Source: an optimization exercise on an open RTL-to-GDS flow (aim: small area, a short achievable clock period and few clock cycles per item). Production flows keep margins and buffers that such runs may drop.
The RTL was checked by simulation tests, not by an equivalence proof against the original design.
Power figures rest on the tool's default switching activity, not on a simulated workload.

## job 2731
// qspi_xip_line_cache
module qspi_xip_line_cache #(
    parameter int NUM_LINES  = 32,
    parameter int LINE_WORDS = 4,
    parameter int ADDR_W     = 24
) (
    input  wire logic              HCLK,
    input  wire logic              HRESETn,
    input  wire logic              HSEL,
    input  wire logic              HREADY,
    input  wire logic [1:0]        HTRANS,
    input  wire logic              HWRITE,
    input  wire logic [ADDR_W-1:0] HADDR,
    output logic                   HREADYOUT,
    output logic                   HRESP,
    output logic [31:0]            HRDATA,
    input  wire logic              flush,
    output logic                   fill_req,
    output logic [ADDR_W-1:0]      fill_addr,
    input  wire logic              fill_valid,
    input  wire logic [31:0]       fill_rdata
);
clock: 5.0 ns
lec_check: 0
cap_margin: 20
core_margin: 2
core_utilization: 40
setup_slack_margin: 3.0
slew_margin: 20
synth_memory_max_bits: 8192
run.sh (not shown) runs the stock make flow with config.mk's settings and CLKGATE_MAP_FILE= SYNTH_SCRIPT=/design/flow/synth_recipe.tcl, a recipe that flattens the netlist after the stock synthesis.
No stage failed in job 2731, and the final checks on the layout all came back clean.
Testbench counts of job 2731, summed over its fixed seeds: cycles 132,401, reads 24,000.
Setup changes, job 2731 to job 835
# job 2731
export LEC_CHECK = 0
export CAP_MARGIN = 20
export CORE_MARGIN = 2
export CORE_UTILIZATION = 40
export SETUP_SLACK_MARGIN = 3.0
export SLEW_MARGIN = 20
export SYNTH_MEMORY_MAX_BITS = 8192
create_clock -name core_clock -period 5.0 [get_ports {HCLK}]
# job 835
export LEC_CHECK = 0
export CAP_MARGIN = 20
export CORE_MARGIN = 2
export CORE_UTILIZATION = 40
export SETUP_SLACK_MARGIN = 2.6
export SLEW_MARGIN = 20
export SYNTH_MEMORY_MAX_BITS = 8192
create_clock -name core_clock -period 5.0 [get_ports {HCLK}]
Findings:
Job 835 and job 2731 ended up with nearly the same multi-input combinational cell count. Summary: with job 2731 as the reference, number of buffers created by CTS in job 835 moved down slightly. Compared with job 2731, job 835 shows final critical delay including setup and external delays lower by 36 ps. Going from job 2731 to job 835, final layout net count lower; routed wire length lower; average vias per placed instance lower; combinational cell fraction of total power lower; first-pass GRT wire length lower.
The following lists how job 1257 was set up differently from job 835:
# job 835
export LEC_CHECK = 0
export CAP_MARGIN = 20
export CORE_MARGIN = 2
export CORE_UTILIZATION = 40
export SETUP_SLACK_MARGIN = 2.6
export SLEW_MARGIN = 20
export SYNTH_MEMORY_MAX_BITS = 8192
create_clock -name core_clock -period 5.0 [get_ports {HCLK}]
# job 1257
export LEC_CHECK = 0
export CAP_MARGIN = 20
export CORE_MARGIN = 2
export CORE_UTILIZATION = 40
export CTS_CLUSTER_DIAMETER = 70
export CTS_CLUSTER_SIZE = 24
export SETUP_SLACK_MARGIN = 2.8
export SLEW_MARGIN = 20
export SYNTH_MEMORY_MAX_BITS = 8192
create_clock -name core_clock -period 5.0 [get_ports {HCLK}]
==> comparison <==
- Buffers plus inverters on the worst setup path on job 1257 is up relative to job 835.
- Between job 835 and job 1257, critical path depth increased.
- Job 1257 ends up with lower final worst setup slack than job 835 does.
- Job 1257: fraction of power consumed by the clock network lower than job 835
- Setup slack of the worst register-to-register path on job 1257 is behind job 835.
- Sort job 1257 and job 835 by number of H-tree branching levels desc -> top: job 835
- Comparing the two runs side by side, job 1257 comes out behind job 835 on clock skew.
- Job 1257 falls short of job 835 in total leakage power.
- The final reports for job 1257 and job 835 show detailed-routing wirelength on met1 higher in the former.
- Maximum frequency, job 1257 vs job 835: down slightly
- Result for job 1257 and job 835: all clean

* * *

The RTL this note starts from:
==> flow/design.v <==
`default_nettype none
module qspi_xip_line_cache #(
    parameter int NUM_LINES  = 32,
    parameter int LINE_WORDS = 4,
    parameter int ADDR_W     = 24
) (
    input  wire logic              HCLK,
    input  wire logic              HRESETn,
    input  wire logic              HSEL,
    input  wire logic              HREADY,
    input  wire logic [1:0]        HTRANS,
    input  wire logic              HWRITE,
    input  wire logic [ADDR_W-1:0] HADDR,
    output logic                   HREADYOUT,
    output logic                   HRESP,
    output logic [31:0]            HRDATA,
    input  wire logic              flush,
    output logic                   fill_req,
    output logic [ADDR_W-1:0]      fill_addr,
    input  wire logic              fill_valid,
    input  wire logic [31:0]       fill_rdata
);
    localparam int c_WORD_W  = $clog2(LINE_WORDS);
    localparam int c_IDX_W   = $clog2(NUM_LINES);
    localparam int c_TAG_LSB = 2 + c_WORD_W + c_IDX_W;
    localparam int c_TAG_W   = ADDR_W - c_TAG_LSB;
    localparam int c_LINE_W  = ADDR_W - c_WORD_W - 2;
    typedef enum logic [2:0] {
        S_IDLE  = 3'd0,    
        S_RESP  = 3'd1,    
        S_WAIT  = 3'd2,    
        S_QUEUE = 3'd3,    
        S_ERR1  = 3'd4,
        S_ERR2  = 3'd5
    } state_t;
    state_t                  r_state;
    logic                    r_rdy0;       
    logic                    r_rdy1;       
    logic                    r_hresp;
    logic [31:0]             r_hrdata;
    logic                    r_take;       
    logic [c_LINE_W-1:0]     r_line;       
    logic [c_WORD_W-1:0]     r_word;
    logic                    r_q_look;     
    logic                    r_q_end;      
    logic                    r_fill_req;
    logic [c_LINE_W-1:0]     r_f_line;
    logic [c_WORD_W-1:0]     r_f_cnt;
    logic                    r_f_look;
    logic                    r_f_end;
    logic [NUM_LINES-1:0]    r_valid;
    logic [c_TAG_W-1:0]      r_tag_mem  [NUM_LINES];
    logic [31:0]             r_data_mem [NUM_LINES*LINE_WORDS];
    logic                    w_acc;
    logic                    w_accept;
    logic [c_WORD_W-1:0]     w_word;
    logic [c_IDX_W-1:0]      w_idx;
    logic [c_TAG_W-1:0]      w_tag;
    logic [c_IDX_W-1:0]      f_idx;
    logic [c_TAG_W-1:0]      f_tag;
    logic                    w_ov;
    logic                    w_hit;
    logic                    w_fword;      
    logic                    w_fdone;      
    logic                    w_now;        
    logic                    w_have;       
    logic                    w_start_new;  
    logic                    w_start_q;    
    logic [c_WORD_W-1:0]     w_cnt_nxt;
    logic                    w_done_rd;    
    logic [31:0]             w_rd;
    logic                    w_unused_bits;
    assign w_acc   = HSEL & HREADY & HTRANS[1];
    assign w_word  = HADDR[c_WORD_W+1:2];
    assign w_idx   = HADDR[c_TAG_LSB-1:c_WORD_W+2];
    assign w_tag   = HADDR[ADDR_W-1:c_TAG_LSB];
    assign f_idx   = r_f_line[c_IDX_W-1:0];
    assign f_tag   = r_f_line[c_LINE_W-1:c_IDX_W];
    assign w_unused_bits = &{1'b0, HADDR[1:0], HTRANS[0]};
    assign w_fword   = r_fill_req & fill_valid;
    assign w_fdone   = w_fword & (r_f_cnt == c_WORD_W'(LINE_WORDS - 1));
    assign w_done_rd = r_take & fill_valid;
    assign w_ov   = r_fill_req & (w_idx == f_idx);
    assign w_hit  = w_ov ? (r_f_look & (w_tag == f_tag))
                         : (r_valid[w_idx] & (r_tag_mem[w_idx] == w_tag));
    assign w_now  = w_ov & fill_valid & (r_f_cnt == w_word);
    assign w_have = (r_f_cnt > w_word) | w_now;
    assign w_rd = r_data_mem[{w_idx, w_word}];
    assign w_accept = w_acc & HREADYOUT;
    assign w_start_new = w_accept & ~HWRITE & ~w_hit & ~r_fill_req;
    assign w_start_q   = (r_state == S_QUEUE) & ~r_fill_req;
    assign w_cnt_nxt   = r_f_cnt + c_WORD_W'(w_fword);
    assign HREADYOUT = fill_valid ? r_rdy1 : r_rdy0;
    assign HRESP     = r_hresp;
    assign HRDATA    = fill_valid ? fill_rdata : r_hrdata;
    assign fill_req  = r_fill_req;
    assign fill_addr = {r_f_line, {(c_WORD_W+2){1'b0}}};
    always_ff @(posedge HCLK or negedge HRESETn) begin
        if (!HRESETn) begin
            r_state  <= S_IDLE;
            r_rdy0   <= 1'b1;
            r_rdy1   <= 1'b1;
            r_hresp  <= 1'b0;
            r_hrdata <= '0;
            r_take   <= 1'b0;
            r_line   <= '0;
            r_word   <= '0;
            r_q_look <= 1'b0;
            r_q_end  <= 1'b0;
        end else begin
            if (flush) begin
                r_q_look <= 1'b0;
                r_q_end  <= 1'b0;
            end
            case (r_state)
                S_RESP: begin
                    if (!fill_valid) begin
                        r_state <= S_IDLE;
                        r_rdy1  <= 1'b1;
                    end
                end
                S_WAIT: begin
                    if (fill_valid) begin
                        r_take <= (w_cnt_nxt == r_word);
                        r_rdy1 <= (w_cnt_nxt == r_word);
                    end
                    if (w_done_rd) begin
                        r_state <= S_IDLE;
                        r_rdy0  <= 1'b1;
                        r_rdy1  <= 1'b1;
                        r_take  <= 1'b0;
                    end
                end
                S_QUEUE: begin
                    if (w_start_q) begin
                        r_state <= S_WAIT;
                        r_take  <= (r_word == '0);
                        r_rdy1  <= (r_word == '0);
                    end
                end
                S_ERR1: begin
                    r_state <= S_ERR2;
                    r_rdy0  <= 1'b1;
                    r_rdy1  <= 1'b1;
                    r_hresp <= 1'b1;
                end
                default: begin
                    r_state <= S_IDLE;
                    r_rdy0  <= 1'b1;
                    r_rdy1  <= 1'b1;
                    r_hresp <= 1'b0;
                end
            endcase
            if (w_accept) begin
                r_line   <= {w_tag, w_idx};
                r_word   <= w_word;
                r_take   <= 1'b0;
                r_hrdata <= w_now ? fill_rdata : w_rd;
                if (HWRITE) begin
                    r_state <= S_ERR1;
                    r_rdy0  <= 1'b0;
                    r_rdy1  <= 1'b0;
                    r_hresp <= 1'b1;
                end else if (w_hit) begin
                    r_hresp <= 1'b0;
                    if (w_ov & ~w_have) begin
                        r_state <= S_WAIT;
                        r_rdy0  <= 1'b0;
                        r_take  <= (w_cnt_nxt == w_word);
                        r_rdy1  <= (w_cnt_nxt == w_word);
                    end else begin
                        r_state <= S_RESP;
                        r_rdy0  <= 1'b1;
                        r_rdy1  <= 1'b0;
                    end
                end else begin
                    r_hresp  <= 1'b0;
                    r_rdy0   <= 1'b0;
                    r_q_look <= ~flush;
                    r_q_end  <= 1'b1;
                    if (r_fill_req) begin
                        r_state <= S_QUEUE;
                        r_rdy1  <= 1'b0;
                    end else begin
                        r_state <= S_WAIT;
                        r_take  <= (w_word == '0);
                        r_rdy1  <= (w_word == '0);
                    end
                end
            end
        end
    end
    always_ff @(posedge HCLK or negedge HRESETn) begin
        if (!HRESETn) begin
            r_fill_req <= 1'b0;
            r_f_line   <= '0;
            r_f_cnt    <= '0;
            r_f_look   <= 1'b0;
            r_f_end    <= 1'b0;
        end else begin
            if (flush) begin
                r_f_look <= 1'b0;
                r_f_end  <= 1'b0;
            end
            if (w_fword) begin
                r_f_cnt <= w_cnt_nxt;
                if (w_fdone) r_fill_req <= 1'b0;
            end
            if (!r_fill_req) begin
                r_f_cnt <= '0;
                if (r_state == S_QUEUE) begin
                    r_f_line <= r_line;
                    r_f_look <= r_q_look & ~flush;
                    r_f_end  <= r_q_end & ~flush;
                end else if (w_accept & ~HWRITE) begin
                    r_f_line <= {w_tag, w_idx};
                    r_f_look <= ~flush;
                    r_f_end  <= 1'b1;
                end
            end
            if (w_start_new | w_start_q) r_fill_req <= 1'b1;
        end
    end
    always_ff @(posedge HCLK or negedge HRESETn) begin
        if (!HRESETn) begin
            r_valid <= '0;
        end else if (flush) begin
            r_valid <= '0;
        end else begin
            if (w_fdone) r_valid[f_idx] <= r_f_end;
        end
    end
    always_ff @(posedge HCLK) begin
        if (w_fword) begin
            r_data_mem[{f_idx, r_f_cnt}] <= fill_rdata;
            if (w_fdone) r_tag_mem[f_idx] <= f_tag;
        end
    end
endmodule
`default_nettype wire
clock: 5.0 ns
lec_check: 0
cap_margin: 20
core_margin: 2
core_utilization: 40
setup_slack_margin: 2.4
slew_margin: 20
synth_memory_max_bits: 8192
The baseline went through all stages and came out clean.
Testbench counts at the start, summed over its fixed seeds: cycles 132,401, reads 24,000.
Edit:
- CORE_UTILIZATION: 40 -> 66
- CTS_CLUSTER_DIAMETER: unset -> 70
- CTS_CLUSTER_SIZE: unset -> 24
- SETUP_SLACK_MARGIN: 2.4 -> 2.6
Result: The changed run ran to the end with no violations; synthesized cell count does not change; power is lower by 14%; wire length is lower by 2.4%; core utilization is higher by 27 points; sequential cell count does not change; register-to-register slack is better by 20 ps; worst setup slack is better by 150 ps; clock power is lower by about 37%; hold slack is better by 85 ps; final area is lower by 4.5%; sequential power stays flat.

* * *

// qspi_xip_line_cache: RTL as listed in full above, without the edits since
clock: 5.0 ns
lec_check: 0
cap_margin: 20
core_margin: 2
core_utilization: 40
cts_cluster_diameter: 70
cts_cluster_size: 24
setup_slack_margin: 2.6
slew_margin: 20
synth_memory_max_bits: 8192
Testbench counts at the start, summed over its fixed seeds: cycles 132,401, reads 24,000.
Then changed:
--- a/flow/config.mk
+++ b/flow/config.mk
@@ -10 +10 @@
-export CORE_UTILIZATION = 40
+export CORE_UTILIZATION = 70
Outcome:
- maximum frequency decreases by 2.7%
- global-route usage increases by 17 points
- power decreases by 2.2%
- core utilization increases by 33 points
- area after synthesis stays the same
- routed wire length increases by 0.35%
Then changed:
--- a/flow/config.mk
+++ b/flow/config.mk
@@ -10 +10 @@
-export CORE_UTILIZATION = 70
+export CORE_UTILIZATION = 55
Effect:
- cell count grows by 7.9%
- worst hold slack gets better by 0.26 ns
- die area goes up by 27%
- clock-buffer cell count rises by 11
- global-route usage came out lower by 9.9 points
- wire length shrinks by 4.0%
Then changed:
--- a/flow/config.mk
+++ b/flow/config.mk
@@ -10 +10 @@
-export CORE_UTILIZATION = 55
+export CORE_UTILIZATION = 60
The new run went through all stages and came out clean.
Utilization grows by 6.2 points.
Power rose by 0.74%.
Setup slack loses 0.18 ns.
Design area is higher by 0.65%.
Sequential share of layout area goes down by 0.44 points.

-- static timing again, ports no longer ideal --
No port has a modelled driver above. Below, the same layouts with a new extraction and two added sets of constraints. Step 1, drivers: a clkbuf_16 drives HCLK and a buf_2 each remaining input, both assumed. Step 2, shift: input delay + t, output delay - t, t = (earliest + latest rising clock arrival at the registers) / 2. This alone moves slack from input paths to output paths. a / b / c = no drivers / after step 1 / after step 2; a / b = the first two.
| run | t, ns | slack for setup (ns) | hold slack, ns | worst data-port slew with drivers (ns) | cell pins on the clock port's net |
|---|---|---|---|---|---|
| job 2731 | 1.149 | 1.925 / 1.637 / 0.488 | 0.253 / 0.187 / 0.484 | 0.72 | 1 |
| job 835 | 1.102 | 1.961 / 1.685 / 0.583 | 0.335 / 0.253 / 0.475 | 0.49 | 1 |
| job 1257 | 1.112 | 1.932 / 1.732 / 0.619 | 0.406 / 0.310 / 0.480 | 0.35 | 1 |
| the first run of note 2 | 1.087 | 1.731 / 1.570 / 0.483 | 0.063 / -0.014 / 0.479 | 0.37 | 1 |
| the second run of note 2 | 1.049 | 1.880 / 1.418 / 0.369 | 0.148 / 0.088 / 0.487 | 0.65 | 1 |
| the first run of note 3 | 1.093 | 1.857 / 1.526 / 0.433 | 0.109 / 0.033 / 0.488 | 0.51 | 1 |
| the second run of note 3 | 1.034 | 1.770 / 1.319 / 0.285 | 0.121 / 0.047 / 0.490 | 0.67 | 1 |
| the third run of note 3 | 1.071 | 1.873 / 1.425 / 0.354 | 0.382 / 0.318 / 0.482 | 0.70 | 1 |
| the fourth run of note 3 | 1.055 | 1.690 / 1.543 / 0.488 | 0.093 / 0.021 / 0.487 | 0.27 | 1 |
After both steps setup and hold are still met in every run listed. For the third run of note 3, which loses most, drivers alone change the setup slack by -0.448 ns; drivers and shift together by -1.519 ns.
